Background: an optimization exercise with open tools, aiming at small area, a short achievable clock period and few clock cycles per item. Do not read the settings as production practice.
Where RTL was checked, it was by simulation tests only, not by an equivalence proof against the original.
Function not checked in runs 1 and 2: the RTL went through the layout flow alone.
Power and IR drop assume default switching activity.

<file path="flow/design.v">
package isaPkg;
    localparam logic [5:0] OP_RTYPE = 6'h00;
    localparam logic [5:0] OP_BLTZ  = 6'h01;
    localparam logic [5:0] OP_J     = 6'h02;
    localparam logic [5:0] OP_JAL   = 6'h03;
    localparam logic [5:0] OP_BEQ   = 6'h04;
    localparam logic [5:0] OP_BNE   = 6'h05;
    localparam logic [5:0] OP_BLEZ  = 6'h06;
    localparam logic [5:0] OP_BGTZ  = 6'h07;
    localparam logic [5:0] OP_ADDI  = 6'h08;
    localparam logic [5:0] OP_ADDIU = 6'h09;
    localparam logic [5:0] OP_SLTI  = 6'h0a;
    localparam logic [5:0] OP_SLTIU = 6'h0b;
    localparam logic [5:0] OP_ANDI  = 6'h0c;
    localparam logic [5:0] OP_LUI   = 6'h0f;
    localparam logic [5:0] OP_LW    = 6'h23;
    localparam logic [5:0] OP_SW    = 6'h2b;
    localparam logic [5:0] FN_SLL  = 6'h00;
    localparam logic [5:0] FN_SRL  = 6'h02;
    localparam logic [5:0] FN_SRA  = 6'h03;
    localparam logic [5:0] FN_JR   = 6'h08;
    localparam logic [5:0] FN_JALR = 6'h09;
    localparam logic [5:0] FN_ADD  = 6'h20;
    localparam logic [5:0] FN_ADDU = 6'h21;
    localparam logic [5:0] FN_SUB  = 6'h22;
    localparam logic [5:0] FN_SUBU = 6'h23;
    localparam logic [5:0] FN_AND  = 6'h24;
    localparam logic [5:0] FN_OR   = 6'h25;
    localparam logic [5:0] FN_XOR  = 6'h26;
    localparam logic [5:0] FN_NOR  = 6'h27;
    localparam logic [5:0] FN_SLT  = 6'h2a;
    localparam logic [5:0] FN_SLTU = 6'h2b;
    localparam logic [2:0] PC_SEQ    = 3'b000;
    localparam logic [2:0] PC_BRANCH = 3'b001;
    localparam logic [2:0] PC_JUMP   = 3'b010;
    localparam logic [2:0] PC_REG    = 3'b011;
    localparam logic [2:0] PC_IRQ    = 3'b100;
    localparam logic [2:0] PC_EXC    = 3'b101;
    localparam logic [1:0] DST_RT    = 2'b00;
    localparam logic [1:0] DST_RD    = 2'b01;
    localparam logic [1:0] DST_LINK  = 2'b10;
    localparam logic [1:0] DST_TRAP  = 2'b11;
    localparam logic [1:0] WB_ALU    = 2'b00;
    localparam logic [1:0] WB_MEM    = 2'b01;
    localparam logic [1:0] WB_LINK   = 2'b10;
    localparam logic [1:0] WB_PC     = 2'b11;
    localparam logic [31:0] IRQ_VECTOR = 32'h8000_0004;
    localparam logic [31:0] EXC_VECTOR = 32'h8000_0008;
    localparam logic [4:0]  TRAP_REG   = 5'd26;
    localparam logic [4:0]  LINK_REG   = 5'd31;
    typedef enum logic [5:0] {
        ALU_ADD = 6'b000000, ALU_SUB = 6'b000001,
        ALU_AND = 6'b011000, ALU_OR  = 6'b011110,
        ALU_XOR = 6'b010110, ALU_NOR = 6'b010001,
        ALU_SLL = 6'b100000, ALU_SRL = 6'b100001,
        ALU_SRA = 6'b100011, ALU_LT  = 6'b110101,
        ALU_EQ  = 6'b110011, ALU_NE  = 6'b110001,
        ALU_LEZ = 6'b111101, ALU_GTZ = 6'b111111,
        ALU_LTZ = 6'b111011
    } aluFun_t;
    typedef struct packed {
        logic [5:0] opcode;
        logic [4:0] rs;
        logic [4:0] rt;
        logic [4:0] rd;
        logic [4:0] shamt;
        logic [5:0] funct;
    } rInstr_t;
    typedef struct packed {
        logic [5:0]  opcode;
        logic [4:0]  rs;
        logic [4:0]  rt;
        logic [15:0] imm16;
    } iInstr_t;
    typedef union packed {
        rInstr_t r;
        iInstr_t i;
    } instr_t;  
    typedef struct packed {
        logic [2:0] pcSrc;
        logic       sign;
        logic       regWrite;
        logic [1:0] regDst;
        logic       memRead;
        logic       memWrite;
        logic [1:0] memToReg;
        logic       aluSrc1;
        logic       aluSrc2;
        logic       extOp;
        logic       luOp;
        aluFun_t    aluFun;
    } ctrl_t;
endpackage
package pipePkg;
    localparam int NUM_LANES = 4;
    localparam int LANE_W    = (NUM_LANES > 1) ? $clog2(NUM_LANES) : 1;
    typedef struct packed {
        logic [31:0]    instr;      
        logic [31:0]    pc;
        logic [31:0]    rsVal;
        logic [31:0]    rtVal;
        logic           irq;
    } issue_t;
    typedef struct packed {
        logic        regWrite;
        logic [4:0]  wbReg;
        logic [31:0] wbVal;      
        logic        memRead;
        logic        memWrite;
        logic [31:0] memAddr;
        logic [31:0] storeData;
        logic [31:0] nextPc;
        logic        trap;
    } result_t;
    localparam int ISSUE_W  = 129;     
    localparam int RESULT_W = 137;     
    function automatic logic [LANE_W-1:0] nextLane(input logic [LANE_W-1:0] idx);
        nextLane = (idx == LANE_W'(NUM_LANES - 1)) ? '0 : idx + 1'b1;
    endfunction
endpackage
`timescale 1ns/1ns
module execCluster
(
    input  logic           clk,
    input  logic           rst,
    input  logic           inValid,
    output logic           inReady,
    input  logic [128:0]   inPkt,      
    output logic           outValid,
    input  logic           outReady,
    output logic [136:0]   outPkt      
);
    logic [128:0] nx;     
    logic [31:0] iIns, iPc, iRs, iRt, iRtRev, iB, iX, iA, iSImm;
    logic        iIrq, iIsR, iIsBr, iSub, iCi, iEq, iRsZero, iTk;
    logic [5:0]  iOp, iFn;
    logic [15:0] iImm, iF;
    assign iIns  = nx[128:97];
    assign iPc   = nx[96:65];
    assign iRs   = nx[64:33];
    assign iRt   = nx[32:1];
    assign iIrq  = nx[0];
    assign iOp   = iIns[31:26];
    assign iFn   = iIns[5:0];
    assign iImm  = iIns[15:0];
    assign iSImm = {{16{iImm[15]}}, iImm};
    assign iIsR  = (iOp == 6'h00);
    assign iIsBr = (iOp == 6'h01) | (iOp[5:2] == 4'b0001);
    assign iSub  = iIsR ? (iFn == 6'h22 || iFn == 6'h23 || iFn == 6'h2a || iFn == 6'h2b)
                        : (iOp == 6'h0a || iOp == 6'h0b);
    always_comb begin
        for (int i = 0; i < 32; i++) iRtRev[i] = iRt[31-i];
    end
    assign iB    = iIsR ? ((iFn == 6'h00) ? iRtRev : iRt) : iIsBr ? {iSImm[29:0], 2'b00} : (iOp == 6'h0f) ? {iImm, 16'd0}
                 : (iOp == 6'h0c) ? {16'd0, iImm} : iSImm;
    assign iX    = iB ^ {32{iSub}};
    assign iCi   = iSub | iIsBr;
    assign iA    = iIsBr ? {iPc[31:2], 2'b11} : iRs;
    assign iF    = iIsR ? iIns[15:0] : iIns[31:16];
    assign iEq     = (iRs == iRt);
    assign iRsZero = (iRs == 32'd0);
    always_comb begin
        case (iOp[2:0])
            3'b100:  iTk = iEq;                    
            3'b101:  iTk = ~iEq;                   
            3'b110:  iTk = iRs[31] | iRsZero;      
            3'b111:  iTk = ~iRs[31] & ~iRsZero;    
            default: iTk = iRs[31];                
        endcase
    end
    localparam int HD_W = 148;
    logic [HD_W-1:0] hdNext;
    assign hdNext = {iIsR, iCi, iTk, iF, iRt, iX, iPc, iA, iIrq};
    logic [HD_W-1:0]   hd;
    logic [128:0]      r0, r1;
    logic              vh;
    logic [1:0]        occ;      
    logic              wp, rp;   
    logic              take, acc, hdLoad, fromRing, ringAcc;
    logic              selR0, selR1, selIn;
    logic [1:0]        occNext;
    logic              rdy;      
    assign inReady  = rdy;
    assign acc      = inValid & inReady;
    assign take     = vh & (~outValid | outReady);
    assign hdLoad   = take | ~vh;                 
    assign fromRing = |occ;                       
    assign ringAcc  = acc & ~(hdLoad & ~fromRing);
    assign selR0    = fromRing & ~rp;
    assign selR1    = fromRing & rp;
    assign selIn    = ~fromRing;
    assign nx = ({129{selR0}} & r0) | ({129{selR1}} & r1) | ({129{selIn}} & inPkt);
    assign occNext = (occ & ~({rp, ~rp} & {2{hdLoad & fromRing}})) | ({wp, ~wp} & {2{ringAcc}});
    always_ff @(posedge clk) begin
        if (hdLoad)  hd <= hdNext;
        if (!occ[0]) r0 <= inPkt;
        if (!occ[1]) r1 <= inPkt;
    end
    always_ff @(posedge clk) begin
        if (rst) begin
            vh  <= 1'b0;
            occ <= 2'b00;
            rdy <= 1'b1;
            wp  <= 1'b0;
            rp  <= 1'b0;
        end else begin
            if (hdLoad) vh <= fromRing | acc;
            occ <= occNext;
            rdy <= ~&occNext;
            if (ringAcc)             wp <= ~wp;
            if (hdLoad && fromRing)  rp <= ~rp;
        end
    end
    logic        isR, ci, tk, irq;
    logic [15:0] f;
    logic [31:0] rt, x, pc, rs;
    logic [5:0]  op, fn;
    logic [4:0]  sh;
    assign {isR, ci, tk, f, rt, x, pc, rs, irq} = hd;     
    assign op = isR ? 6'h00 : f[15:10];
    assign fn = f[5:0];
    assign sh = f[10:6];
    logic isBr, isJ, isJal, isAndi, isSlti, isSltiu, isLw, isSw, legal, trap;
    logic fnAnd, fnOr, fnXor, fnNor, fnSll, fnSrl, fnSra, fnSlt, fnSltu, fnJr, fnJalr;
    assign isBr    = (op == 6'h01) | (op[5:2] == 4'b0001);
    assign isJ     = (op == 6'h02);
    assign isJal   = (op == 6'h03);
    assign isAndi  = (op == 6'h0c);
    assign isSlti  = (op == 6'h0a);
    assign isSltiu = (op == 6'h0b);
    assign isLw    = (op == 6'h23);
    assign isSw    = (op == 6'h2b);
    assign legal   = (op[5:4] == 2'b00 && op[3:0] != 4'hd && op[3:0] != 4'he) | isLw | isSw;
    assign trap    = irq | ~legal;
    assign fnAnd  = (fn == 6'h24);
    assign fnOr   = (fn == 6'h25);
    assign fnXor  = (fn == 6'h26);
    assign fnNor  = (fn == 6'h27);
    assign fnSll  = (fn == 6'h00);
    assign fnSrl  = (fn == 6'h02);
    assign fnSra  = (fn == 6'h03);
    assign fnSlt  = (fn == 6'h2a);
    assign fnSltu = (fn == 6'h2b);
    assign fnJr   = (fn == 6'h08);
    assign fnJalr = (fn == 6'h09);
    logic [31:0] ap, ag, s0, s1;
    logic [7:0]  bg, bp;
    logic [8:0]  G0, P0, G1, P1, G2, P2, G3, P3, G4;
    logic [32:0] sum;
    logic        ltS, ltU;
    assign ap = rs ^ x;
    assign ag = rs & x;
    always_comb begin
        for (int k = 0; k < 8; k++) begin
            logic [3:0] pp, gg, c0, c1;
            pp = ap[4*k +: 4];
            gg = ag[4*k +: 4];
            bg[k] = gg[3] | (pp[3] & gg[2]) | (pp[3] & pp[2] & gg[1]) | (pp[3] & pp[2] & pp[1] & gg[0]);
            bp[k] = &pp;
            c0 = {gg[2] | (pp[2] & gg[1]) | (pp[2] & pp[1] & gg[0]), gg[1] | (pp[1] & gg[0]), gg[0], 1'b0};
            c1 = {gg[2] | (pp[2] & gg[1]) | (pp[2] & pp[1] & gg[0]) | (pp[2] & pp[1] & pp[0]),
                  gg[1] | (pp[1] & gg[0]) | (pp[1] & pp[0]), gg[0] | pp[0], 1'b1};
            s0[4*k +: 4] = pp ^ c0;
            s1[4*k +: 4] = pp ^ c1;
        end
    end
    assign G0 = {bg, ci};     
    assign P0 = {bp, 1'b0};
    always_comb begin
        for (int i = 0; i < 9; i++) begin
            G1[i] = (i >= 1) ? (G0[i] | (P0[i] & G0[i-1])) : G0[i];
            P1[i] = (i >= 1) ? (P0[i] & P0[i-1])           : P0[i];
        end
        for (int i = 0; i < 9; i++) begin
            G2[i] = (i >= 2) ? (G1[i] | (P1[i] & G1[i-2])) : G1[i];
            P2[i] = (i >= 2) ? (P1[i] & P1[i-2])           : P1[i];
        end
        for (int i = 0; i < 9; i++) begin
            G3[i] = (i >= 4) ? (G2[i] | (P2[i] & G2[i-4])) : G2[i];
            P3[i] = (i >= 4) ? (P2[i] & P2[i-4])           : P2[i];
        end
        for (int i = 0; i < 9; i++) begin
            G4[i] = (i >= 8) ? (G3[i] | (P3[i] & G3[i-8])) : G3[i];
        end
        for (int k = 0; k < 8; k++) sum[4*k +: 4] = G4[k] ? s1[4*k +: 4] : s0[4*k +: 4];     
        sum[32] = G4[8];     
    end
    assign ltU = ~sum[32];
    assign ltS = (rs[31] ^ x[31] ^ ci) ? rs[31] : sum[31];
    logic [31:0] pc4, brPc;
    assign pc4  = {pc[31:2] + 30'd1, pc[1:0]};
    assign brPc = {sum[31:2], pc[1:0]};
    logic [31:0] shMid, shOut;
    logic        shFill;
    assign shFill = fn[0] & x[31];
    always_comb begin
        shMid = x;
        for (int k = 0; k < 5; k++)
            if (sh[k]) shMid = (shMid >> (1 << k)) | ({32{shFill}} << (32 - (1 << k)));
        for (int i = 0; i < 32; i++) shOut[i] = fn[1] ? shMid[i] : shMid[31-i];
    end
    logic [31:0] logicY;
    always_comb begin
        case ({isR, fn[1:0]})
            3'b101:  logicY = rs | x;
            3'b110:  logicY = rs ^ x;
            3'b111:  logicY = ~(rs | x);
            default: logicY = rs & x;
        endcase
    end
    logic selSum, selLog, selSh, selLtS, selLtU, selTk;
    always_comb begin
        selSum = 1'b0; selLog = 1'b0; selSh = 1'b0; selLtS = 1'b0; selLtU = 1'b0; selTk = 1'b0;
        if (isR) begin
            if (fnAnd | fnOr | fnXor | fnNor)  selLog = 1'b1;
            else if (fnSll | fnSrl | fnSra)    selSh  = 1'b1;
            else if (fnSlt)                    selLtS = 1'b1;
            else if (fnSltu)                   selLtU = 1'b1;
            else                               selSum = 1'b1;
        end else if (isBr)                     selTk  = 1'b1;
        else if (isAndi)                       selLog = 1'b1;
        else if (isSlti)                       selLtS = 1'b1;
        else if (isSltiu)                      selLtU = 1'b1;
        else                                   selSum = 1'b1;
    end
    logic        regWrite, wbAlu;
    logic [4:0]  wbReg;
    logic [31:0] wbOther;
    always_comb begin
        regWrite = 1'b1;
        wbReg    = f[4:0];
        wbAlu    = 1'b1;
        wbOther  = pc4;
        if (irq) begin
            wbReg   = 5'd26;
            wbAlu   = 1'b0;
            wbOther = pc;
        end else if (!legal) begin
            wbReg   = 5'd26;
            wbAlu   = 1'b0;
        end else if (isR) begin
            wbReg    = f[15:11];
            regWrite = ~fnJr;
            wbAlu    = ~fnJalr;
        end else if (isBr | isJ | isSw) begin
            regWrite = 1'b0;
        end else if (isJal) begin
            wbReg = 5'd31;
            wbAlu = 1'b0;
        end else if (isLw) begin
            wbAlu   = 1'b0;
            wbOther = 32'd0;
        end
    end
    logic [31:0] alu, wbVal;
    always_comb begin
        alu      = ({32{selSum}} & sum[31:0]) | ({32{selLog}} & logicY) | ({32{selSh}} & shOut);
        alu[0]   = alu[0] | (selLtS & ltS) | (selLtU & ltU) | (selTk & tk);
        wbVal    = ({32{wbAlu & selSum}} & sum[31:0]) | ({32{wbAlu & selLog}} & logicY)
                 | ({32{wbAlu & selSh}} & shOut) | ({32{~wbAlu}} & wbOther);
        wbVal[0] = wbVal[0] | (wbAlu & ((selLtS & ltS) | (selLtU & ltU) | (selTk & tk)));
    end
    logic [31:0] nextPc;
    always_comb begin
        if (irq)                            nextPc = 32'h8000_0004;
        else if (!legal)                    nextPc = 32'h8000_0008;
        else if (isR && (fnJr | fnJalr))    nextPc = rs;
        else if (isBr && tk)                nextPc = brPc;
        else if (isJ | isJal)               nextPc = {pc4[31:28], f[9:0], x[15:0], 2'b00};
        else                                nextPc = pc4;
    end
    always_ff @(posedge clk) begin
        if (rst) begin
            outValid <= 1'b0;
        end else if (~outValid | outReady) begin
            outValid <= vh;
        end
    end
    always_ff @(posedge clk) begin
        if (take) begin
            outPkt <= {regWrite, wbReg, wbVal, isLw, isSw, alu, rt, nextPc, trap};
        end
    end
endmodule
</file>
<file path="flow/flow/run.sh">
#!/bin/bash
# The standard ORFS layout, with the smallest buffer as the port buffer
# cell (every input and output port still gets its own buffer).
set -euo pipefail
bash standard.sh "BUFFER_PORTS_ARGS=-buffer_cell sky130_fd_sc_hd__buf_1" finish > standard_flow.log 2>&1
</file>
<file path="flow/config.mk">
export PLATFORM = sky130hd
export DESIGN_NAME = execCluster
export DESIGN_NICKNAME = execCluster
export VERILOG_FILES = /design/flow/design.v
export SDC_FILE = /design/flow/constraint.sdc
export NUM_CORES = 4
export LEC_CHECK = 0
export ABC_CLOCK_PERIOD_IN_PS = 2000
export CAP_MARGIN = 20
export CORE_MARGIN = 2
export CORE_UTILIZATION = 60
export PLACE_DENSITY = 0.7
export SETUP_SLACK_MARGIN = 3.3
export SLEW_MARGIN = 20
</file>
<file path="flow/constraint.sdc">
create_clock -name core_clock -period 6.5 [get_ports {clk}]
set_input_delay 1.3000 -clock core_clock [delete_from_list [all_inputs] [get_ports {clk}]]
set_output_delay 1.3000 -clock core_clock [all_outputs]
set_load 0.01 [all_outputs]
</file>
<file path="flow/standard.sh">
#!/bin/bash
# synth_recipe.tcl (not shown) runs the flow's synth.tcl, then flattens the netlist and writes it again
# the make line also repeats each setting of config.mk as NAME=value (left out here)
make -C /OpenROAD-flow-scripts/flow DESIGN_CONFIG=/design/flow/config.mk WORK_HOME=/design/flow/orfs CLKGATE_MAP_FILE= SYNTH_SCRIPT=/design/flow/synth_recipe.tcl "${@:-finish}"
</file>
==> reports/qor.yml, run 1 <==
run_status:
  status: "finished clean"
sta:
  slew_headroom_pct: 26.4
  setup_ws_ns: 3.07
  setup-tns-final_ns: 0
  min_period_over_period_pct: 52.7
  holdWs_ns: 0.413
  worst_pin_slew_ns: 1.09
  finalCriticalPeriod_ns: 3.43
  clock.fmax_mhz: 292
  maxSlewViolCount: 0
  rsz0062_at_grt: "true"
  setup_viol_count_final: 0
  final_hold_viol_count: 0
  finClkSkew_ns: 0.0523
place:
  routabilityCongestion: 1.06
  place_inst: 3462
  dpl_cell_area_um2: 31800
  pre_cts_slack_ns: 2.00
  io_buffers: 271
  place.detailed.hpwl_um: 75400
power_and_ir_drop:
  pwr-share-seq_pct: 45.1
  p_comb_share_pct: 20.6
  clockPowerShare_pct: 34.3
  switching_share_pct: 29.4
  p_sw_mw: 2.84
  ir_worst_vdd_v: 0.000382
  p_leak_nw: 13.2
  totalPowerFinal_mw: 9.65
  intPower_mw: 6.81
  power_density_nw_per_um2: 266
yosys:
  async_reset_ff_share_pct: 0
  syn_inst: 2643
  syn_nets: 2842
  avgSynthCellArea_um2: 11.4
  synth_seq_cells: 550
  synth_top_cells_by_area: "edfxtp_1 (54%), mux2i_1 (5.7%), nand2_1 (3.7%)"
  synth_seq_area_share_pct: 54.6
  syn_area_um2: 30100
  yosysTopAreaCellShare_pct: 54.1
  synth_top_area_cell: "edfxtp_1"
  synth-warning-count: 1
  yosysUniqueCellTypes: 79
  ys.flop_type: "edfxtp_1"
  synth_edf_count: 543
worst_setup_path:
  cp_max_fo: 3
  start_kind: "flip-flop"
  worstRegToRegCells: 9
  worstPathArrival_ns: 3.80
  end_kind: "flip-flop"
  cp.required_ns: 6.88
  worstSetupPathType: "flip-flop to flip-flop"
  ff2ff_setup_slack_ns: 3.07
floorplan:
  row_count: 82
  start_util_pct: 60.5
  die_w_um: 228
  core_um2: 49900
  dieHeight_um: 228
  dieArea_um2: 52000
  io_pins: 272
route:
  drc: 0
  drt_iter0_markers: 4292
  drtPass1Iterations: 9
  routed_wl_um: 113000
  drt.antenna.violating_nets: 0
  via_count: 25500
  wl_per_cell_um: 30.5
  avgViaCountPerCell: 6.89
grt:
  first_global_vias: 23400
  grt_pass1_wl_um: 157000
  met2_usage_pct: 60.0
  antenna_found_initial: 5
  grt_overflow_total: 0
  grtUsageMet1_pct: 56.6
  grt-busiest-layer: "met2"
  met3_usage_pct: 8.91
  grt_use_total_pct: 41.1
  grt_max_degree: 121
final_layout:
  finish.utilization_pct: 72.8
  fin_area_um2: 36300
  nets: 3178
  fin_cells: 3702
  drive_above_1_share_pct: 18.8
  syn_to_final_growth_pct: 20.4
clock_network:
  tritoncts: "yes"
  cts.sinks: 550
  numCtsBuffers: 55
  hold_buffers: 0
  worstSkewPairLatency_ns: 0.65
  root_buffer: "clkbuf_16"
  path_clk_slew_ns: 0.07
  htreeDepth: 2
  clockBufferDepth: 3
worst_hold_path:
  hp-class: "flip-flop to flip-flop"
  min_path_cells: 0
run:
  cap_violations: 0
per-layer routing:
layer	wire length, um	share of wire [%]
met5	46	0.041
met4	8540	7.5
met3	14200	13
met2	48500	43
met1	41800	37
path summary, 6_finish.rpt:
path	end	start
setup reg to reg	outPkt[104]$_DFFE_PP_	hd[78]$_DFFE_PP_
setup / recovery	outPkt[104]$_DFFE_PP_	hd[78]$_DFFE_PP_
hold reg to reg	outPkt[52]$_DFFE_PP_	hd[116]$_DFFE_PP_
hold / removal	outPkt[52]$_DFFE_PP_	hd[116]$_DFFE_PP_
Yosys cell counts (all sizes together), types with 9 or more instances:
cell type and number:
ha 66, edfxtp 543, a21o 19, and3 14, a22oi 34, o21bai 10
and2 11, nand2 299, a32oi 22, a221oi 16, a21oi 146, a221o 10
nor4 12, a211oi 43, nor2 153, nand3 38, xnor2 43, clkbuf 125
buf 57, mux2i 178, mux4 38, inv 99, o22ai 47, nor2b 11
o211ai 24, nand4 22, a31oi 27, o21a 19, nand2b 13, o31ai 11
mux2 53, a211o 9, nor3 52, xor2 84, o21ai 200
power by group through the flow:
stage,Clock [mW],Combinational [mW],Sequential [mW]
3_3_place_gp,0,1.57,4.43
3_5_place_dp,0,1.59,4.44
4_1_cts,3.33,1.78,4.34
2_1_floorplan,0,1.01,4.37
6_report,3.31,1.99,4.35
5_1_grt,3.46,2.07,4.36
worst max-delay path, stage by stage, from the launching register on:
cell,delay (ns)
edfxtp_1,0.57
buf_6,0.23
buf_6,0.12
mux4_2,0.50
mux2_4,0.30
mux4_2,0.54
mux2_4,0.33
a221o_1,0.40
nand2_1,0.09
o21ai_1,0.06
kinds of logic after synthesis:
group           after synthesis  synth area share [%]
compound gates              691                  14.6
simple gates                657                  9.66
flops                       550                  54.6
buf+inv                     283                  3.86
mux                         269                  10.8
xor+xnor                    127                  3.69
fa+ha+maj                    66                  2.74
final cells by class:
class / count / area, um^2
Clock inverter: 42 / 473
Antenna cell: 4 / 10.0
Sequential cell: 550 / 16500
Multi-Input combinational cell: 1817 / 13800
Fill cell: 3541 / 13600
Timing Repair Buffer: 453 / 2920
Clock buffer: 62 / 1400
Tap cell: 672 / 841
Timing Repair inverter: 1 / 5.00
Inverter: 101 / 399
placed cells by master (no fill, tap or decap), types with 38 or more instances in the layout:
cell / instances
a21oi_1: 109
edfxtp_1: 543
mux4_2: 38
o21ai_0: 177
nand2_1: 295
clkbuf_16: 65
mux2_2: 50
xor2_1: 83
buf_4: 135
inv_1: 83
buf_1: 271
mux2i_1: 152
nor2_1: 142
xnor2_1: 41
o22ai_1: 47
ha_1: 48
nor3_1: 50
sequential cells by signal, indices dropped and copies added, names as in the netlist:
signal,flops
wp,1
outValid,1
vh,1
r1,129
r0,129
occ,2
hd,148
rp,1
outPkt,137
rdy,1
timing repair:
item	in CTS	in global routing
resized for setup	165	126
gates cloned	5	14
pin swaps	18	43
buffers inserted	58	55
setup endpoints to repair	157	94
==> inputs of run 2 (changes only) <==
--- a/flow/design.v
+++ b/flow/design.v
@@ -354,9 +354,6 @@
     end
-    logic [31:0] alu, wbVal;
+    logic [31:0] alu;
     always_comb begin
-        alu      = ({32{selSum}} & sum[31:0]) | ({32{selLog}} & logicY) | ({32{selSh}} & shOut);
-        alu[0]   = alu[0] | (selLtS & ltS) | (selLtU & ltU) | (selTk & tk);
-        wbVal    = ({32{wbAlu & selSum}} & sum[31:0]) | ({32{wbAlu & selLog}} & logicY)
-                 | ({32{wbAlu & selSh}} & shOut) | ({32{~wbAlu}} & wbOther);
-        wbVal[0] = wbVal[0] | (wbAlu & ((selLtS & ltS) | (selLtU & ltU) | (selTk & tk)));
+        alu    = ({32{selSum}} & sum[31:0]) | ({32{selLog}} & logicY) | ({32{selSh}} & shOut);
+        alu[0] = alu[0] | (selLtS & ltS) | (selLtU & ltU) | (selTk & tk);
     end
@@ -371,2 +368,7 @@
     end
+    logic        oWbAlu;
+    logic [31:0] oWbOther, oAlu;
+    logic        oRegWrite, oMemRead, oMemWrite, oTrap;
+    logic [4:0]  oWbReg;
+    logic [31:0] oRt, oNextPc;
     always_ff @(posedge clk) begin
@@ -380,5 +382,7 @@
         if (take) begin
-            outPkt <= {regWrite, wbReg, wbVal, isLw, isSw, alu, rt, nextPc, trap};
+            {oRegWrite, oWbReg, oWbAlu, oWbOther, oMemRead, oMemWrite, oAlu, oRt, oNextPc, oTrap}
+                <= {regWrite, wbReg, wbAlu, wbOther, isLw, isSw, alu, rt, nextPc, trap};
         end
     end
+    assign outPkt = {oRegWrite, oWbReg, oWbAlu ? oAlu : oWbOther, oMemRead, oMemWrite, oAlu, oRt, oNextPc, oTrap};
 endmodule
==> reports/qor.yml, run 2 <==
final_layout:
  fillers: 3424
  nets: 3003
  syn_to_final_growth_pct: 16.2
  largest_reg_flops: 148
  reg.largest.list: "hd: 148 flops, r0: 129 flops, r1: 129 flops"
  fin_area_um2: 34900
  regMostFlops: "hd"
  mostFrequentLayoutCell: "edfxtp_1"
  drive_above_1_share_pct: 17.7
  layout_common_cells: "edfxtp_1 (544), buf_1 (271), nand2_1 (230)"
yosys:
  syn_inst: 2515
  synth-warning-count: 1
  syn_nets: 2714
  yosysUniqueCellTypes: 80
  synth.most_common_cell: "edfxtp_1"
  synth_top_cells_by_area: "edfxtp_1 (54%), mux2i_1 (6.7%), mux2_2 (4.0%)"
  syn_area_um2: 30000
  yosys-top-cells-count: "edfxtp_1 (544), nand2_1 (231), o21ai_0 (215), mux2i_1 (201), a21oi_1 (129)"
  synth_top_area_cell: "edfxtp_1"
  synth_seq_cells: 551
  yosysTopAreaCellShare_pct: 54.4
  avgSynthCellArea_um2: 11.9
  synth_seq_area_share_pct: 54.9
  ys.flop_type: "edfxtp_1"
  synth_edf_count: 544
  async_reset_ff_share_pct: 0
clock_network:
  root_buffer: "clkbuf_16"
  path_clk_slew_ns: 0.06
  cts.sinks: 551
  worstSkewPairLatency_ns: 0.64
  tritoncts: "yes"
  numCtsBuffers: 55
  clockBufferDepth: 3
  hold_buffers: 0
  htreeDepth: 2
sta:
  worst_pin_slew_ns: 1.07
  finClkSkew_ns: 0.0460
  setup_viol_count_final: 0
  final_hold_viol_count: 0
  finalCriticalPeriod_ns: 3.29
  min_period_over_period_pct: 50.6
  clock.fmax_mhz: 304
  slew_headroom_pct: 27.8
  maxSlewViolCount: 0
  setup-tns-final_ns: 0
  rsz0062_at_grt: "true"
grt:
  grt_overflow_total: 0
  antenna_found_initial: 4
  first_global_vias: 22000
  grt_pass1_wl_um: 146000
  grt_use_total_pct: 39.4
  grt_max_degree: 88
worst_setup_path:
  worstRegToRegCells: 11
  start_kind: "flip-flop"
  critPathMaxStageDelay_ns: 0.63
  ff2ff_setup_slack_ns: 3.21
  cp_common_cell: "nand2_1"
  rr_startpoint: "hd[23]$_DFFE_PP_"
  r2r_end: "oNextPc[29]$_SDFFCE_PP0P_"
  worstPathArrival_ns: 3.63
  end_kind: "flip-flop"
  cp.required_ns: 6.84
  slowest_stage: "edfxtp_1"
  cp_max_fo: 5
  worstSetupPathType: "flip-flop to flip-flop"
  cp_cell_sequence: "inv_1, ha_4, nand2_1, nor2_4, nand2_1, nor3_2, a21oi_4, buf_4, or4b_2, nand3_1, o21ai_0"
power_and_ir_drop:
  pwr-share-seq_pct: 46.0
  ir_worst_vdd_v: 0.000309
  totalPowerFinal_mw: 9.47
  p_leak_nw: 12.6
  switching_share_pct: 28.9
  p_sw_mw: 2.74
  intPower_mw: 6.73
  clockPowerShare_pct: 34.1
  power_density_nw_per_um2: 271
  p_comb_share_pct: 19.8
route:
  routed_wl_um: 104000
  avgViaCountPerCell: 6.71
  drt.antenna.violating_nets: 0
  via_count: 23600
  wl_per_cell_um: 29.7
  drt_iter0_markers: 3453
  drc: 0
  drtPass1Iterations: 6
floorplan:
  io_pins: 272
  row_count: 81
  die_w_um: 228
  start_util_pct: 61.1
  dieArea_um2: 51800
  dieHeight_um: 228
  core_um2: 49200
worst_hold_path:
  hold_path_end: "oRt[15]$_DFFE_PP_"
  min_from: "hd[112]$_DFFE_PP_"
  min_path_cells: 0
  hp-class: "flip-flop to flip-flop"
place:
  routabilityCongestion: 1.02
  io_buffers: 271
  dpl_cell_area_um2: 31500
  place.detailed.hpwl_um: 72100
run:
  cap_violations: 0
run_status:
  status: "finished clean"
## run 2: cell types whose count changed in the layout (fill, tap and decap cells not counted), sizes merged, moves of 28 or more
cell    previous run  this run
xnor2             43        79
mux2              53       107
mux2i            178       206
xor2              84        43
o22ai             47         9
a211oi            43        15
buf              443       394
o21ai            200       245
nand2            299       233
nor2             154       112
## run 2: final cells by class
type                       count  area (um^2)  area share (%)
tap                          664          831            2.38
inverter                     103          413            1.18
timing repair buffer         397         2270            6.52
clock inverter                35          400            1.15
antenna                        3         7.51          0.0215
clock buffer                  67         1460            4.19
multi-input combinational   1696        13000            37.3
sequential                   551        16500            47.3
## run 2: power by group through the flow
| stage | Clock [mW] | Combinational [mW] | Sequential, mW |
|---|---|---|---|
| 2_1_floorplan | 0 | 1.00 | 4.37 |
| 3_3_place_gp | 0 | 1.55 | 4.45 |
| 3_5_place_dp | 0 | 1.57 | 4.46 |
| 4_1_cts | 3.25 | 1.70 | 4.36 |
| 5_1_grt | 3.38 | 1.97 | 4.37 |
| 6_report | 3.23 | 1.88 | 4.36 |
## run 2: logic make-up after synthesis
group,after synthesis,synth area share [%]
AO/OA/AOI/OAI,645,13.8
XOR/XNOR,122,3.56
buffers and inverters,272,4.05
adder cells (fa/ha/maj),66,2.75
multiplexers,340,13.1
AND/OR/NAND/NOR,519,7.87
flip-flops,551,54.9
## run 2: routing by layer
metal	global-route usage, %	wire length [um]	vias to the layer above
met3	8.06	10900	347
met5	0	40	-
met1	51.6	38300	11500
li1	-	-	10100
met4	25.2	7890	6
met2	60.3	47400	1590
## run 2: worst max path at each step
stage | from | to | slack [ns] | cells past startpoint
finish | hd[23]$_DFFE_PP_ | oNextPc[29]$_SDFFCE_PP0P_ | 3.21 | 11
global route | hd[69]$_DFFE_PP_ | oAlu[25]$_DFFE_PP_ | 3.24 | 10
CTS | hd[147]$_DFFE_PP_ | oNextPc[20]$_SDFFCE_PP0P_ | 3.23 | 7
detailed placement | occ[0]$_SDFF_PP0_ | hd[85]$_DFFE_PP_ | 2.00 | 10
global placement | rp$_SDFFE_PP0P_ | hd[145]$_DFFE_PP_ | 2.14 | 9
floorplan | outReady | oAlu[0]$_DFFE_PP_ | 2.69 | 2
## run 2: through the flow
| step | utilization, % | instances | setup WS, ns | hold WS (ns) |
|---|---|---|---|---|
| after floorplan | - | 2515 | 2.69 | 0.400 |
| after global placement | 64.0 | 3323 | 2.14 | 0.402 |
| after detailed placement | 64.0 | 3323 | 2.00 | 0.405 |
| after CTS | 69.3 | 3472 | 3.23 | 0.420 |
| after global routing | 71.0 | 3513 | 3.24 | 0.423 |
| final | 71.0 | 3516 | 3.21 | 0.418 |
## run 2: critical path, delay by kind of cell (launching register included)
kind,cells,cell delay (ns)
flip-flops,1,0.63
AO/OA/AOI/OAI,2,0.27
adder cells (fa/ha/maj),1,0.32
buffers and inverters,2,0.31
AND/OR/NAND/NOR,6,1.44
## run 2: repair_timing
item | in CTS | in global routing
pin swaps | 7 | 11
resized for setup | 84 | 66
setup buffers | 43 | 36
endpoints found under the setup margin | 146 | 89
cloned | 4 | 3
==> inputs of run 3 (changes only) <==
--- a/flow/design.v
+++ b/flow/design.v
@@ -178,4 +178,3 @@
     logic              wp, rp;   
-    logic              take, acc, hdLoad, fromRing, ringAcc;
-    logic              selR0, selR1, selIn;
+    logic              take, acc, hdLoad, fromRing;
     logic [1:0]        occNext;
@@ -186,9 +185,5 @@
     assign hdLoad   = take | ~vh;                 
-    assign fromRing = |occ;                       
-    assign ringAcc  = acc & ~(hdLoad & ~fromRing);
-    assign selR0    = fromRing & ~rp;
-    assign selR1    = fromRing & rp;
-    assign selIn    = ~fromRing;
-    assign nx = ({129{selR0}} & r0) | ({129{selR1}} & r1) | ({129{selIn}} & inPkt);
-    assign occNext = (occ & ~({rp, ~rp} & {2{hdLoad & fromRing}})) | ({wp, ~wp} & {2{ringAcc}});
+    assign fromRing = |occ;
+    assign nx = rp ? r1 : r0;
+    assign occNext = (occ & ~({rp, ~rp} & {2{hdLoad & fromRing}})) | ({wp, ~wp} & {2{acc}});
     always_ff @(posedge clk) begin
@@ -206,6 +201,6 @@
         end else begin
-            if (hdLoad) vh <= fromRing | acc;
+            if (hdLoad) vh <= fromRing;
             occ <= occNext;
             rdy <= ~&occNext;
-            if (ringAcc)             wp <= ~wp;
+            if (acc)                 wp <= ~wp;
             if (hdLoad && fromRing)  rp <= ~rp;
--- a/flow/config.mk
+++ b/flow/config.mk
@@ -12,3 +12,3 @@
 export PLACE_DENSITY = 0.7
-export SETUP_SLACK_MARGIN = 3.3
+export SETUP_SLACK_MARGIN = 3.7
 export SLEW_MARGIN = 20
==> reports/qor.yml, run 3 <==
route:
  avgViaCountPerCell: 6.79
  drtPass1Iterations: 6
  routed_wl_um: 106000
  drt_iter0_markers: 3159
  drt.antenna.violating_nets: 0
  via_count: 23100
  drc: 0
  wl_per_cell_um: 31.0
worst_setup_path:
  ff2ff_setup_slack_ns: 3.24
  critPathMaxStageDelay_ns: 0.57
  path_depth: 9
  startpoint: "hd[130]$_DFFE_PP_"
  rr_startpoint: "hd[130]$_DFFE_PP_"
  cp-endpoint: "oAlu[0]$_DFFE_PP_"
  cp_cell_sequence: "buf_6, nor2b_1, o31a_1, o21ai_0, a22oi_2, buf_6, a21oi_1, o211ai_1, or4_4"
  worstSetupPathType: "flip-flop to flip-flop"
  start_kind: "flip-flop"
  end_kind: "flip-flop"
  path_buf_inv: 2
  cp.required_ns: 6.85
  worstRegToRegCells: 9
  r2r_end: "oAlu[0]$_DFFE_PP_"
  cp_top_family: "compound AO/OA/AOI/OAI gates"
  cp_max_fo: 70
  worstPathArrival_ns: 3.61
  cp_common_cell: "buf_6"
  slowest_stage: "or4_4"
place:
  dpl_cell_area_um2: 30200
  place_inst: 3117
  io_buffers: 271
  routabilityCongestion: 1.01
  place.detailed.hpwl_um: 66400
grt:
  grt_overflow_total: 0
  grt_max_degree: 79
  grt_pass1_wl_um: 144000
  antenna_found_initial: 7
  first_global_vias: 21600
  grt_use_total_pct: 40.1
final_layout:
  syn_to_final_growth_pct: 24.4
  mostFrequentLayoutCell: "edfxtp_1"
  drive_above_1_share_pct: 24.9
  fin_cells: 3407
  regMostFlops: "hd"
  reg.largest.list: "hd: 148 flops, r0: 129 flops, r1: 129 flops"
  finish.utilization_pct: 75.2
  fin_area_um2: 35700
  nets: 2946
  layout_common_cells: "edfxtp_1 (544), buf_1 (240), nand2_1 (197)"
  largest_reg_flops: 148
power_and_ir_drop:
  p_sw_mw: 5.38
  p_leak_nw: 13.0
  ir_worst_vdd_v: 0.000300
  switching_share_pct: 38.1
  power_density_nw_per_um2: 396
  intPower_mw: 8.73
  clockPowerShare_pct: 21.5
  p_comb_share_pct: 42.2
  pwr-share-seq_pct: 36.3
yosys:
  yosysUniqueCellTypes: 75
  syn_inst: 2339
  async_reset_ff_share_pct: 0
  synth_top_cells_by_area: "edfxtp_1 (57%), mux2i_1 (6.2%), mux2_2 (3.2%)"
  yosys-top-cells-count: "edfxtp_1 (544), nand2_1 (201), mux2i_1 (179), nor2_1 (135), o21ai_0 (121)"
  synth_edf_count: 544
  synth_seq_area_share_pct: 57.5
  synth_top_area_cell: "edfxtp_1"
  synth_seq_cells: 551
  syn_nets: 2538
  yosysTopAreaCellShare_pct: 57.0
  synth-warning-count: 1
  synth.most_common_cell: "edfxtp_1"
  avgSynthCellArea_um2: 12.3
  ys.flop_type: "edfxtp_1"
  syn_area_um2: 28700
floorplan:
  start_util_pct: 60.4
  die_w_um: 223
  io_pins: 272
  core_um2: 47400
  row_count: 80
  dieArea_um2: 49500
  dieHeight_um: 223
sta:
  setup-tns-final_ns: 0
  slew_headroom_pct: 17.0
  setup_viol_count_final: 0
  clock.fmax_mhz: 307
  final_hold_viol_count: 0
  maxSlewViolCount: 0
  finalCriticalPeriod_ns: 3.26
  holdWs_ns: 0.422
  worst_pin_slew_ns: 1.24
  rsz0062_at_grt: "true"
  min_period_over_period_pct: 50.2
  finClkSkew_ns: 0.0433
clock_network:
  path_clk_slew_ns: 0.07
  worstSkewPairLatency_ns: 0.64
  cts.sinks: 551
  htreeDepth: 2
  clockBufferDepth: 3
  root_buffer: "clkbuf_16"
  hold_buffers: 0
  numCtsBuffers: 52
  tritoncts: "yes"
worst_hold_path:
  hp-class: "flip-flop to flip-flop"
run_status:
  status: "finished clean"
run:
  cap_violations: 0
==> run 3: power groups by stage <==
stage	logic [mW]	registers, mW	clock network [mW]
2_1_floorplan	2.87	4.89	0
3_3_place_gp	4.13	5.20	0
3_5_place_dp	4.17	5.22	0
4_1_cts	5.19	5.07	3.01
5_1_grt	6.21	5.13	3.18
6_report	5.96	5.12	3.03
==> run 3: repair_timing <==
item                                    CTS  global route
gates cloned                              9             7
endpoints found under the setup margin  193           228
buffers inserted                        103            72
gates resized for setup                 272           190
endpoints found under the hold margin     0             0
pin swaps                                56            60
==> run 3: final cells by class <==
| type | count | area (um^2) |
|---|---|---|
| Sequential cell | 551 | 16500 |
| Multi-Input combinational cell | 1527 | 12800 |
| Fill cell | 2924 | 11800 |
| Timing Repair Buffer | 498 | 3470 |
| Clock buffer | 63 | 1340 |
| Tap cell | 615 | 769 |
| Inverter | 115 | 452 |
| Clock inverter | 34 | 338 |
| Timing Repair inverter | 2 | 12.5 |
| Antenna cell | 2 | 5.00 |
==> run 3: worst min path at each step <==
stage | depth (start not counted) | slack (ns) | end | start
6_report | 0 | 0.42 | oRt[0]$_DFFE_PP_ | hd[97]$_DFFE_PP_
3_3_place_gp | 0 | 0.40 | oRt[0]$_DFFE_PP_ | hd[97]$_DFFE_PP_
5_1_grt | 0 | 0.44 | oRt[8]$_DFFE_PP_ | hd[105]$_DFFE_PP_
4_1_cts | 0 | 0.42 | oRt[20]$_DFFE_PP_ | hd[117]$_DFFE_PP_
2_1_floorplan | 0 | 0.40 | oRt[0]$_DFFE_PP_ | hd[97]$_DFFE_PP_
3_5_place_dp | 0 | 0.40 | oRt[20]$_DFFE_PP_ | hd[117]$_DFFE_PP_
==> run 3: cell families after synthesis <==
logic type | count (synthesis) | share of synthesized area [%]
xor+xnor | 123 | 3.76
mux | 285 | 11.3
buf+inv | 265 | 3.88
simple gates | 490 | 7.70
flops | 551 | 57.5
fa+ha+maj | 66 | 2.88
compound gates | 559 | 13.0
==> run 3: layer usage <==
layer / track usage, % / routed length, um
met5: 0 / 40
met4: 22.7 / 7780
met3: 8.37 / 12100
met2: 63.5 / 48700
met1: 51.8 / 37100
==> run 3: through the flow <==
| stage | total power [mW] | setup WS (ns) |
|---|---|---|
| finish | 14.1 | 3.24 |
| global route | 14.5 | 3.17 |
| CTS | 13.3 | 3.23 |
| detailed placement | 9.39 | 2.36 |
| global placement | 9.33 | 2.48 |
| floorplan | 7.76 | 2.69 |
Testbench counts of run 3, summed over its fixed seeds: cycles 8,299, items 7,200.
==> inputs of run 4 (changes only) <==
--- a/flow/config.mk
+++ b/flow/config.mk
@@ -12,3 +12,3 @@
 export PLACE_DENSITY = 0.7
-export SETUP_SLACK_MARGIN = 3.7
+export SETUP_SLACK_MARGIN = 3.3
 export SLEW_MARGIN = 20
==> reports/qor.yml, run 4 <==
route:
  avgViaCountPerCell: 6.65
  routed_wl_um: 96900
  drt_iter0_markers: 3131
  via_count: 21900
  drt.antenna.violating_nets: 0
  top_layer: "met4"
  wl_per_cell_um: 29.5
  drtPass1Iterations: 6
  dr_wl_met3_um: 9600
  drc: 0
  met2_length_um: 44100
  wl_met1_um: 36400
yosys:
  synth_top_area_cell: "edfxtp_1"
  synth_seq_cells: 551
  synth_compound_area_share_pct: 13.0
  yosysTopAreaCellShare_pct: 57.0
  synthMuxAreaShare_pct: 11.3
  async_reset_ff_share_pct: 0
  synth_edf_count: 544
  syn_area_um2: 28700
  yosys.area_share.simple_pct: 7.70
  avgSynthCellArea_um2: 12.3
  synth-adder-area-share_pct: 2.88
  synth_top_family_by_area: "compound AO/OA/AOI/OAI gates"
  syn_nets: 2538
  synth-warning-count: 1
  yosys-top-cells-count: "edfxtp_1 (544), nand2_1 (201), mux2i_1 (179), nor2_1 (135), o21ai_0 (121)"
  synth.most_common_cell: "edfxtp_1"
  yosysUniqueCellTypes: 75
  synth-xor-area-share_pct: 3.76
  synth_seq_area_share_pct: 57.5
  syn_inst: 2339
  ys.flop_type: "edfxtp_1"
  synth_top_cells_by_area: "edfxtp_1 (57%), mux2i_1 (6.2%), mux2_2 (3.2%)"
place:
  place.detailed.hpwl_um: 67600
  place_inst: 3122
  dpl_cell_area_um2: 30200
  routabilityCongestion: 1.01
  io_buffers: 271
grt:
  grt_overflow_total: 0
  grt_use_total_pct: 38.3
  grt_pass1_wl_um: 138000
  antenna_found_initial: 1
  grt_max_degree: 107
  first_global_vias: 20500
final_layout:
  drive_above_1_share_pct: 16.1
  mostFrequentLayoutCell: "edfxtp_1"
  reg.largest.list: "hd: 148 flops, r0: 129 flops, r1: 129 flops"
  layout_common_cells: "edfxtp_1 (544), buf_1 (271), nand2_1 (199)"
  fillers: 3416
  fin_area_um2: 33400
  regMostFlops: "hd"
  syn_to_final_growth_pct: 16.5
  multi_input_area_um2: 11800
  largest_reg_flops: 148
  fin_cells: 3289
  seqCellArea_um2: 16500
  nets: 2833
worst_setup_path:
  slowest_stage: "edfxtp_1"
  cp_cell_sequence: "inv_2, ha_4, and3_4, and3_4, a22o_1, a21o_4, a31o_4, o41ai_4, buf_4, o21ba_4, nor4b_2, or4_1"
  cp_max_fo: 4
  path_buf_inv: 2
  critPathMaxStageDelay_ns: 0.55
  end_kind: "flip-flop"
  worstSetupPathType: "flip-flop to flip-flop"
  cp_top_family: "compound AO/OA/AOI/OAI gates"
  worstPathArrival_ns: 3.65
  cp.required_ns: 6.86
  cp_common_cell: "and3_4"
  start_kind: "flip-flop"
floorplan:
  dieHeight_um: 223
  io_pins: 272
  row_count: 80
  dieArea_um2: 49500
  core_um2: 47400
  die_w_um: 223
  start_util_pct: 60.4
clock_network:
  clockBufferDepth: 3
  htreeDepth: 2
  hold_buffers: 0
  worstSkewPairLatency_ns: 0.63
  path_clk_slew_ns: 0.07
  root_buffer: "clkbuf_16"
  tritoncts: "yes"
  numCtsBuffers: 53
  cts.sinks: 551
run_status:
  status: "finished clean"
power_and_ir_drop:
  power_density_nw_per_um2: 396
  p_leak_nw: 12.0
  ir_worst_vdd_v: 0.000343
  totalPowerFinal_mw: 13.2
sta:
  worst_pin_slew_ns: 1.10
  slew_headroom_pct: 26.4
  maxSlewViolCount: 0
  rsz0062_at_grt: "true"
  finalCriticalPeriod_ns: 3.29
  holdWs_ns: 0.415
  setup-tns-final_ns: 0
  final_hold_viol_count: 0
  setup_viol_count_final: 0
  finClkSkew_ns: 0.0193
  clock.fmax_mhz: 304
  min_period_over_period_pct: 50.6
worst_hold_path:
  hp-class: "flip-flop to flip-flop"
run:
  cap_violations: 0
## run 4: cell count changes in the layout (fill, tap and decap cells not counted), sizes merged
cell      previous run  this run
clkinv              28        17
inv                110       108
o21ai              125       124
clkinvlp             9        12
clkbuf              89        68
or3                  7         5
bufinv               4         8
buf                472       385
diode                2         1
## run 4: cells by family (layout without fill, tap and decap cells)
| kind of cell | after synthesis | after routing |
|---|---|---|
| fa+ha+maj | 66 | 66 |
| other cells | 0 | 1 |
| mux | 285 | 285 |
| buf+inv | 265 | 598 |
| xor+xnor | 123 | 123 |
| simple gates | 490 | 491 |
| compound gates | 559 | 559 |
| flops | 551 | 551 |
## run 4: per-layer routing
layer | up-vias | GRT usage, %
met5 | - | 0
li1 | 9421 | -
met4 | 0 | 22.1
met2 | 1510 | 59.4
met3 | 314 | 7.47
met1 | 10600 | 50.7
## run 4: final timing paths
kind                                         from                end  slack (ns)  cells after the start
worst min register to register  hd[117]$_DFFE_PP_  oRt[20]$_DFFE_PP_        0.42                      0
worst min-delay path            hd[117]$_DFFE_PP_  oRt[20]$_DFFE_PP_        0.42                      0
worst max register to register   hd[80]$_DFFE_PP_  oAlu[0]$_DFFE_PP_        3.21                     12
worst max-delay path             hd[80]$_DFFE_PP_  oAlu[0]$_DFFE_PP_        3.21                     12
## run 4: where the power goes
group	switching, mW	internal [mW]	total (mW)
sequential	0.526	4.58	5.11
combinational	3.02	1.92	4.94
clock	1.34	1.83	3.17
total	4.89	8.33	13.2
## run 4: repair_timing
item,CTS,global route
gates resized for setup,81,92
buffers inserted,55,13
gates cloned,3,1
pin swaps,10,25
endpoints found under the setup margin,149,81
## run 4: worst register-to-register path, cell delays in order (launching register included)
cell	delay [ns]
edfxtp_1	0.55
inv_2	0.15
ha_4	0.22
and3_4	0.18
and3_4	0.17
a22o_1	0.18
a21o_4	0.21
a31o_4	0.27
o41ai_4	0.19
buf_4	0.21
o21ba_4	0.17
nor4b_2	0.04
or4_1	0.47
## run 4: layout make-up
cell class,count,area share [%]
Antenna cell,1,0.00749
Clock inverter,28,1.23
Clock buffer,66,4.12
Multi-Input combinational cell,1524,35.4
Inverter,115,1.37
Tap cell,615,2.30
Sequential cell,551,49.3
Timing Repair Buffer,387,6.22
Timing Repair inverter,2,0.0375
## run 4: through the flow
stage / util [%] / setup WS, ns
final: 70.4 / 3.21
after global routing: 70.4 / 3.17
after CTS: 69.2 / 3.09
after detailed placement: 63.7 / 2.40
after global placement: 63.7 / 2.40
after floorplan: - / 2.69
==> inputs of run 5 (changes only) <==
--- a/flow/design.v
+++ b/flow/design.v
@@ -283,3 +283,3 @@
     assign ltU = ~sum[32];
-    assign ltS = (rs[31] ^ x[31] ^ ci) ? rs[31] : sum[31];
+    assign ltS = (rs[31] ^ x[31] ^ ci) ? rs[31] : ltU;
     logic [31:0] pc4, brPc;
@@ -349,16 +349,20 @@
     end
-    logic [31:0] alu;
+    logic [31:0] alu, aluOther;
     always_comb begin
-        alu    = ({32{selSum}} & sum[31:0]) | ({32{selLog}} & logicY) | ({32{selSh}} & shOut);
-        alu[0] = alu[0] | (selLtS & ltS) | (selLtU & ltU) | (selTk & tk);
-    end
-    logic [31:0] nextPc;
-    always_comb begin
-        if (irq)                            nextPc = 32'h8000_0004;
-        else if (!legal)                    nextPc = 32'h8000_0008;
-        else if (isR && (fnJr | fnJalr))    nextPc = rs;
-        else if (isBr && tk)                nextPc = brPc;
-        else if (isJ | isJal)               nextPc = {pc4[31:28], f[9:0], x[15:0], 2'b00};
-        else                                nextPc = pc4;
+        aluOther    = ({32{selLog}} & logicY) | ({32{selSh}} & shOut);
+        aluOther[0] = aluOther[0] | (selTk & tk);
+        alu         = selSum ? sum[31:0] : aluOther;
+        alu[0]      = alu[0] | (selLtS & ltS) | (selLtU & ltU);
+    end
+    logic [31:0] nextPc, nextPcOther;
+    logic        brSel;
+    assign brSel = isBr & tk & ~irq;
+    always_comb begin
+        if (irq)                            nextPcOther = 32'h8000_0004;
+        else if (!legal)                    nextPcOther = 32'h8000_0008;
+        else if (isR && (fnJr | fnJalr))    nextPcOther = rs;
+        else if (isJ | isJal)               nextPcOther = {pc4[31:28], f[9:0], x[15:0], 2'b00};
+        else                                nextPcOther = pc4;
     end
+    assign nextPc = brSel ? brPc : nextPcOther;
     logic        oWbAlu;
==> reports/qor.yml, run 5 <==
route:
  drt.antenna.violating_nets: 0
  wl_per_cell_um: 30.3
  drc: 0
  drtPass1Iterations: 6
  via_count: 22000
  avgViaCountPerCell: 6.69
  drt_iter0_markers: 2987
  routed_wl_um: 99600
floorplan:
  row_count: 80
  core_um2: 47400
  dieArea_um2: 49600
  die_w_um: 223
  dieHeight_um: 223
  start_util_pct: 60.5
  io_pins: 272
power_and_ir_drop:
  power_density_nw_per_um2: 393
  ir_worst_vdd_v: 0.000269
  p_leak_nw: 12.1
final_layout:
  reg.largest.list: "hd: 148 flops, r0: 129 flops, r1: 129 flops"
  n_antenna_cell: 0
  regMostFlops: "hd"
  drive_above_1_share_pct: 13.7
  finish.utilization_pct: 69.7
  syn_to_final_growth_pct: 15.2
  largest_reg_flops: 148
  mostFrequentLayoutCell: "edfxtp_1"
  layout_common_cells: "edfxtp_1 (544), buf_1 (271), nand2_1 (177)"
  nets: 2829
worst_setup_path:
  end_kind: "flip-flop"
  cp_top_family: "compound AO/OA/AOI/OAI gates"
  cp_cell_sequence: "buf_4, inv_1, buf_4, nor2_1, buf_6, o21ai_0, a21oi_1, a2111oi_2, a21oi_1"
  worstSetupPathType: "flip-flop to flip-flop"
  worstRegToRegCells: 9
  path_depth: 9
  r2r_end: "oAlu[5]$_DFFE_PP_"
  cp.required_ns: 6.96
  start_kind: "flip-flop"
  path_buf_inv: 4
  cp_max_fo: 33
  slowest_stage: "a21oi_1"
  ff2ff_setup_slack_ns: 3.19
  critPathMaxStageDelay_ns: 0.67
  worstPathArrival_ns: 3.77
  rr_startpoint: "hd[147]$_DFFE_PP_"
yosys:
  yosysTopAreaCellShare_pct: 56.9
  ys.flop_type: "edfxtp_1"
  async_reset_ff_share_pct: 0
  syn_inst: 2359
  synth.most_common_cell: "edfxtp_1"
  synth_seq_area_share_pct: 57.4
  syn_area_um2: 28700
  syn_nets: 2557
  synth_top_cells_by_area: "edfxtp_1 (57%), mux2i_1 (6.0%), mux2_2 (3.1%)"
  avgSynthCellArea_um2: 12.2
  yosys-top-cells-count: "edfxtp_1 (544), nand2_1 (178), mux2i_1 (171), a21oi_1 (156), o21ai_0 (150)"
  synth-warning-count: 1
  synth_edf_count: 544
  synth_top_area_cell: "edfxtp_1"
  synth_seq_cells: 551
  yosysUniqueCellTypes: 69
sta:
  min_period_over_period_pct: 50.9
  setup-tns-final_ns: 0
  final_hold_viol_count: 0
  clock.fmax_mhz: 302
  maxSlewViolCount: 0
  worst_pin_slew_ns: 1.10
  finalCriticalPeriod_ns: 3.31
  slew_headroom_pct: 26.7
  rsz0062_at_grt: "true"
  finClkSkew_ns: 0.0250
  setup_viol_count_final: 0
worst_hold_path:
  hold_path_end: "oRt[15]$_DFFE_PP_"
  hp-class: "flip-flop to flip-flop"
  min_path_cells: 0
  min_from: "hd[112]$_DFFE_PP_"
grt:
  grtUsageMet1_pct: 51.5
  antenna_found_initial: 1
  grt-busiest-layer: "met2"
  grt_use_total_pct: 39.6
  first_global_vias: 20900
  met2_usage_pct: 62.5
  met3_usage_pct: 6.29
  grt_max_degree: 80
  grt_overflow_total: 0
  grt_pass1_wl_um: 142000
clock_network:
  hold_buffers: 0
  worstSkewPairLatency_ns: 0.64
  clockBufferDepth: 3
  numCtsBuffers: 54
  path_clk_slew_ns: 0.06
  tritoncts: "yes"
  cts.sinks: 551
  root_buffer: "clkbuf_16"
  htreeDepth: 2
place:
  routabilityCongestion: 1.05
  io_buffers: 271
  place.detailed.hpwl_um: 70800
run:
  cap_violations: 0
run_status:
  status: "finished clean"
[run 5: cell families after synthesis]
family,after synthesis,share of synthesized area [%]
mux,282,11.5
buf+inv,275,3.95
xor+xnor,124,3.78
fa+ha+maj,65,2.83
compound gates,595,13.0
simple gates,467,7.58
flops,551,57.4
[run 5: timing repair]
item,CTS,global route
setup endpoints to repair,104,72
pin swaps,5,7
buffers inserted,23,21
gates cloned,3,1
gates resized for setup,54,38
[run 5: worst max path at each step]
stage,from,endpoint,slack [ns]
after floorplan,outReady,oAlu[0]$_DFFE_PP_,2.69
after global placement,hd[137]$_DFFE_PP_,oAlu[5]$_DFFE_PP_,2.21
after detailed placement,rp$_SDFFE_PP0P_,hd[82]$_DFFE_PP_,2.16
after CTS,hd[135]$_DFFE_PP_,oAlu[9]$_DFFE_PP_,3.25
after global routing,hd[71]$_DFFE_PP_,oAlu[0]$_DFFE_PP_,3.22
final,hd[147]$_DFFE_PP_,oAlu[5]$_DFFE_PP_,3.19
[run 5: final cells by class]
class,count,area (um^2)
Multi-Input combinational cell,1534,11500
Clock inverter,45,577
Fill cell,3320,14400
Timing Repair inverter,1,7.51
Inverter,125,483
Tap cell,615,769
Sequential cell,551,16500
Clock buffer,57,1360
Timing Repair Buffer,364,1930
[run 5: stage by stage]
stage | instances | power, mW | cell area [um^2] | hold WS [ns] | setup slack, ns
6_report | 3292 | 13.0 | 33100 | 0.417 | 3.19
5_1_grt | 3292 | 13.4 | 33100 | 0.427 | 3.22
4_1_cts | 3270 | 12.8 | 32700 | 0.418 | 3.25
3_5_place_dp | 3142 | 9.27 | 30300 | 0.405 | 2.16
3_3_place_gp | 3142 | 9.21 | 30300 | 0.405 | 2.21
2_1_floorplan | 2359 | 7.67 | 28700 | 0.400 | 2.69
[run 5: power by group]
group / internal (mW) / total, mW / switching (mW) / leakage (nW)
clock network: 1.98 / 3.38 / 1.41 / 0.930
logic: 1.70 / 4.50 / 2.80 / 5.55
registers: 4.58 / 5.12 / 0.532 / 5.58
[run 5: worst reg2reg max path: stages (launching register included)]
cell and delay [ns]:
edfxtp_1 0.32, buf_4 0.46, inv_1 0.10, buf_4 0.24, nor2_1 0.42, buf_6 0.36
o21ai_0 0.16, a21oi_1 0.67, a2111oi_2 0.24, a21oi_1 0.19
[run 5: layer usage]
layer / vias up / routed length (um)
met5: - / 0
met4: 0 / 7420
met1: 10700 / 36900
met2: 1555 / 46100
met3: 337 / 9110
li1: 9409 / -
Testbench counts of run 5, summed over its fixed seeds: cycles 8,299, items 7,200.
==> inputs of run 6 (changes only) <==
--- a/flow/config.mk
+++ b/flow/config.mk
@@ -12,3 +12,3 @@
 export PLACE_DENSITY = 0.7
-export SETUP_SLACK_MARGIN = 3.3
+export SETUP_SLACK_MARGIN = 2.9
 export SLEW_MARGIN = 20
==> reports/qor.yml, run 6 <==
run_status:
  status: "finished clean"
sta:
  final_hold_viol_count: 0
  maxSlewViolCount: 0
  finClkSkew_ns: 0.0587
  worst_pin_slew_ns: 1.08
  min_period_over_period_pct: 54.3
  rsz0062_at_grt: "false"
  holdWs_ns: 0.417
  setup_viol_count_final: 0
  clock.fmax_mhz: 283
  finalCriticalPeriod_ns: 3.53
  slew_headroom_pct: 27.5
  setup-tns-final_ns: 0
floorplan:
  row_count: 80
  dieArea_um2: 49600
  die_w_um: 223
  dieHeight_um: 223
  core_um2: 47400
  io_pins: 272
  start_util_pct: 60.5
yosys:
  synth_top_area_cell: "edfxtp_1"
  yosys-top-cells-count: "edfxtp_1 (544), nand2_1 (178), mux2i_1 (171), a21oi_1 (156), o21ai_0 (150)"
  synth-warning-count: 1
  synth_seq_area_share_pct: 57.4
  yosysUniqueCellTypes: 69
  synth_edf_count: 544
  syn_inst: 2359
  synth_seq_cells: 551
  syn_nets: 2557
  synth_top_cells_by_area: "edfxtp_1 (57%), mux2i_1 (6.0%), mux2_2 (3.1%)"
  yosysTopAreaCellShare_pct: 56.9
  syn_area_um2: 28700
  async_reset_ff_share_pct: 0
  avgSynthCellArea_um2: 12.2
  ys.flop_type: "edfxtp_1"
  synth.most_common_cell: "edfxtp_1"
worst_setup_path:
  end_kind: "flip-flop"
  worstSetupPathType: "flip-flop to flip-flop"
  worstPathArrival_ns: 4.02
  cp_max_fo: 46
  worstRegToRegCells: 8
  cp.required_ns: 6.99
  start_kind: "flip-flop"
clock_network:
  tritoncts: "yes"
  path_clk_slew_ns: 0.06
  numCtsBuffers: 55
  cts.sinks: 551
  clockBufferDepth: 3
  htreeDepth: 2
  root_buffer: "clkbuf_16"
  hold_buffers: 0
  worstSkewPairLatency_ns: 0.65
final_layout:
  fillers: 3471
  finish.utilization_pct: 67.9
  regMostFlops: "hd"
  mostFrequentLayoutCell: "edfxtp_1"
  nets: 2781
  fin_cells: 3245
  syn_to_final_growth_pct: 12.2
  drive_above_1_share_pct: 10.7
  multi_input_area_um2: 11300
  layout_common_cells: "edfxtp_1 (544), buf_1 (271), nand2_1 (177)"
  fin_area_um2: 32200
  seqCellArea_um2: 16500
  largest_reg_flops: 148
  reg.largest.list: "hd: 148 flops, r0: 129 flops, r1: 129 flops"
run:
  cap_violations: 0
place:
  place_inst: 3130
  dpl_cell_area_um2: 30200
  routabilityCongestion: 1.10
  place.detailed.hpwl_um: 68000
  io_buffers: 271
route:
  routed_wl_um: 95300
  drt_iter0_markers: 2666
  drt.antenna.violating_nets: 0
  drtPass1Iterations: 6
  met2_length_um: 43200
  via_count: 21500
  wl_met1_um: 35800
  wl_per_cell_um: 29.4
  avgViaCountPerCell: 6.61
  top_layer: "met5"
  dr_wl_met3_um: 9410
  drc: 0
worst_hold_path:
  min_path_cells: 0
  hp-class: "flip-flop to flip-flop"
power_and_ir_drop:
  power_density_nw_per_um2: 389
  p_leak_nw: 11.7
  ir_worst_vdd_v: 0.000296
grt:
  grt_use_total_pct: 37.7
  grt_overflow_total: 0
  grt_max_degree: 92
  grt_pass1_wl_um: 136000
  first_global_vias: 20300
  antenna_found_initial: 3
run 6: changes by cell type in the layout (fill, tap and decap cells not counted), moves of 4 or more:
cell / before / now
buf_6: 11 / 3
nor2_2: 5 / 0
a21oi_1: 150 / 154
buf_12: 7 / 2
nor2_1: 115 / 120
mux2i_1: 154 / 161
buf_4: 70 / 37
o21ai_0: 141 / 148
clkbuf_1: 3 / 11
bufinv_16: 11 / 4
clkinvlp_4: 10 / 5
mux2i_2: 12 / 8
run 6: through the flow:
step / worst slack, ns / total power [mW]
3_3_place_gp: 2.38 / 9.15
3_5_place_dp: 2.34 / 9.23
5_1_grt: 2.91 / 12.9
6_report: 2.97 / 12.5
2_1_floorplan: 2.69 / 7.67
4_1_cts: 2.90 / 12.4
run 6: final cells by class:
cell class,instances,share of cell area (%)
multi-input combinational,1534,35.0
timing repair buffer,315,4.41
inverter,125,1.48
timing repair inverter,1,0.0155
clock buffer,66,4.40
clock inverter,37,1.15
tap,615,2.39
antenna,1,0.00777
sequential,551,51.1
run 6: critical path, cell delays in order (launching register included):
cell and delay, ns:
edfxtp_1 0.52, buf_4 0.75, and2_1 0.52, a21oi_1 0.18, mux2_2 0.33, o21ai_0 0.29
nor2_1 0.07, a21oi_1 0.44, a221o_1 0.29
run 6: where the power goes:
group | switching, mW | total (mW) | internal (mW)
sequential | 0.563 | 5.15 | 4.58
clock | 1.39 | 3.13 | 1.74
combinational | 2.68 | 4.25 | 1.57
run 6: what timing repair did:
action | 4_1_cts | 5_1_grt
pin swaps | 1 | 0
buffers inserted | 6 | 2
resized for setup | 16 | 11
endpoints found under the setup margin | 55 | 29
cloned | 1 | 2
run 6: kinds of logic (layout without fill, tap and decap cells):
| group | after synthesis | count (layout) | share of synthesized area [%] |
|---|---|---|---|
| AO/OA/AOI/OAI | 595 | 595 | 13.0 |
| flip-flops | 551 | 551 | 57.4 |
| AND/OR/NAND/NOR | 467 | 468 | 7.58 |
| multiplexers | 282 | 282 | 11.5 |
| buffers and inverters | 275 | 544 | 3.95 |
| XOR/XNOR | 124 | 124 | 3.78 |
| adder cells (fa/ha/maj) | 65 | 65 | 2.83 |
| other | 0 | 1 | 0 |
run 6: worst paths after layout:
| path | slack, ns | endpoint | start |
|---|---|---|---|
| max | 2.97 | oAlu[11]$_DFFE_PP_ | hd[129]$_DFFE_PP_ |
| min | 0.42 | oRt[25]$_DFFE_PP_ | hd[122]$_DFFE_PP_ |
| max reg2reg | 2.97 | oAlu[11]$_DFFE_PP_ | hd[129]$_DFFE_PP_ |
| min reg2reg | 0.42 | oRt[25]$_DFFE_PP_ | hd[122]$_DFFE_PP_ |
run 6: per-layer routing:
layer / vias up / global-route usage, %
met5: - / 0
met4: 4 / 22.8
met3: 331 / 7.25
met2: 1399 / 58.4
met1: 10400 / 49.8
li1: 9322 / -

## static timing again, ports no longer ideal
The results above use ideal ports. As a check the final layouts listed here were re-extracted and re-timed, cells and wires unchanged.
Step 1 (the two cells are an assumption about what drives the block):
set clk [get_ports {clk}]
set_driving_cell -lib_cell sky130_fd_sc_hd__clkbuf_16 $clk
set_driving_cell -lib_cell sky130_fd_sc_hd__buf_2 [delete_from_list [all_inputs] $clk]
Step 2 times the ports against the registers' clock, not the clock port: input delays grow and output delays shrink by t, the midpoint of the rising clock arrivals with the driver on.
a / b / c = ideal / step 1 / step 2; a / b = the first two.
run	t, ns	slack for setup (ns)	clock arrival spread, ns	worst slew at a driven data input, ns
run 1	0.685	3.075 / 3.075 / 2.825	0.053 / 0.053	0.09
run 2	0.680	3.210 / 3.210 / 2.800	0.048 / 0.048	0.07
run 3	0.677	3.240 / 3.237 / 3.182	0.047 / 0.047	0.08
run 4	0.677	3.212 / 3.212 / 3.108	0.020 / 0.020	0.06
run 5	0.682	3.188 / 3.188 / 3.053	0.027 / 0.027	0.07
run 6	0.678	2.971 / 2.971 / 2.971	0.060 / 0.059	0.10
After both steps every run listed still meets setup and hold. The setup slack of run 2, which loses most, moves by 0.000 ns with the drivers and by -0.410 ns with both steps.
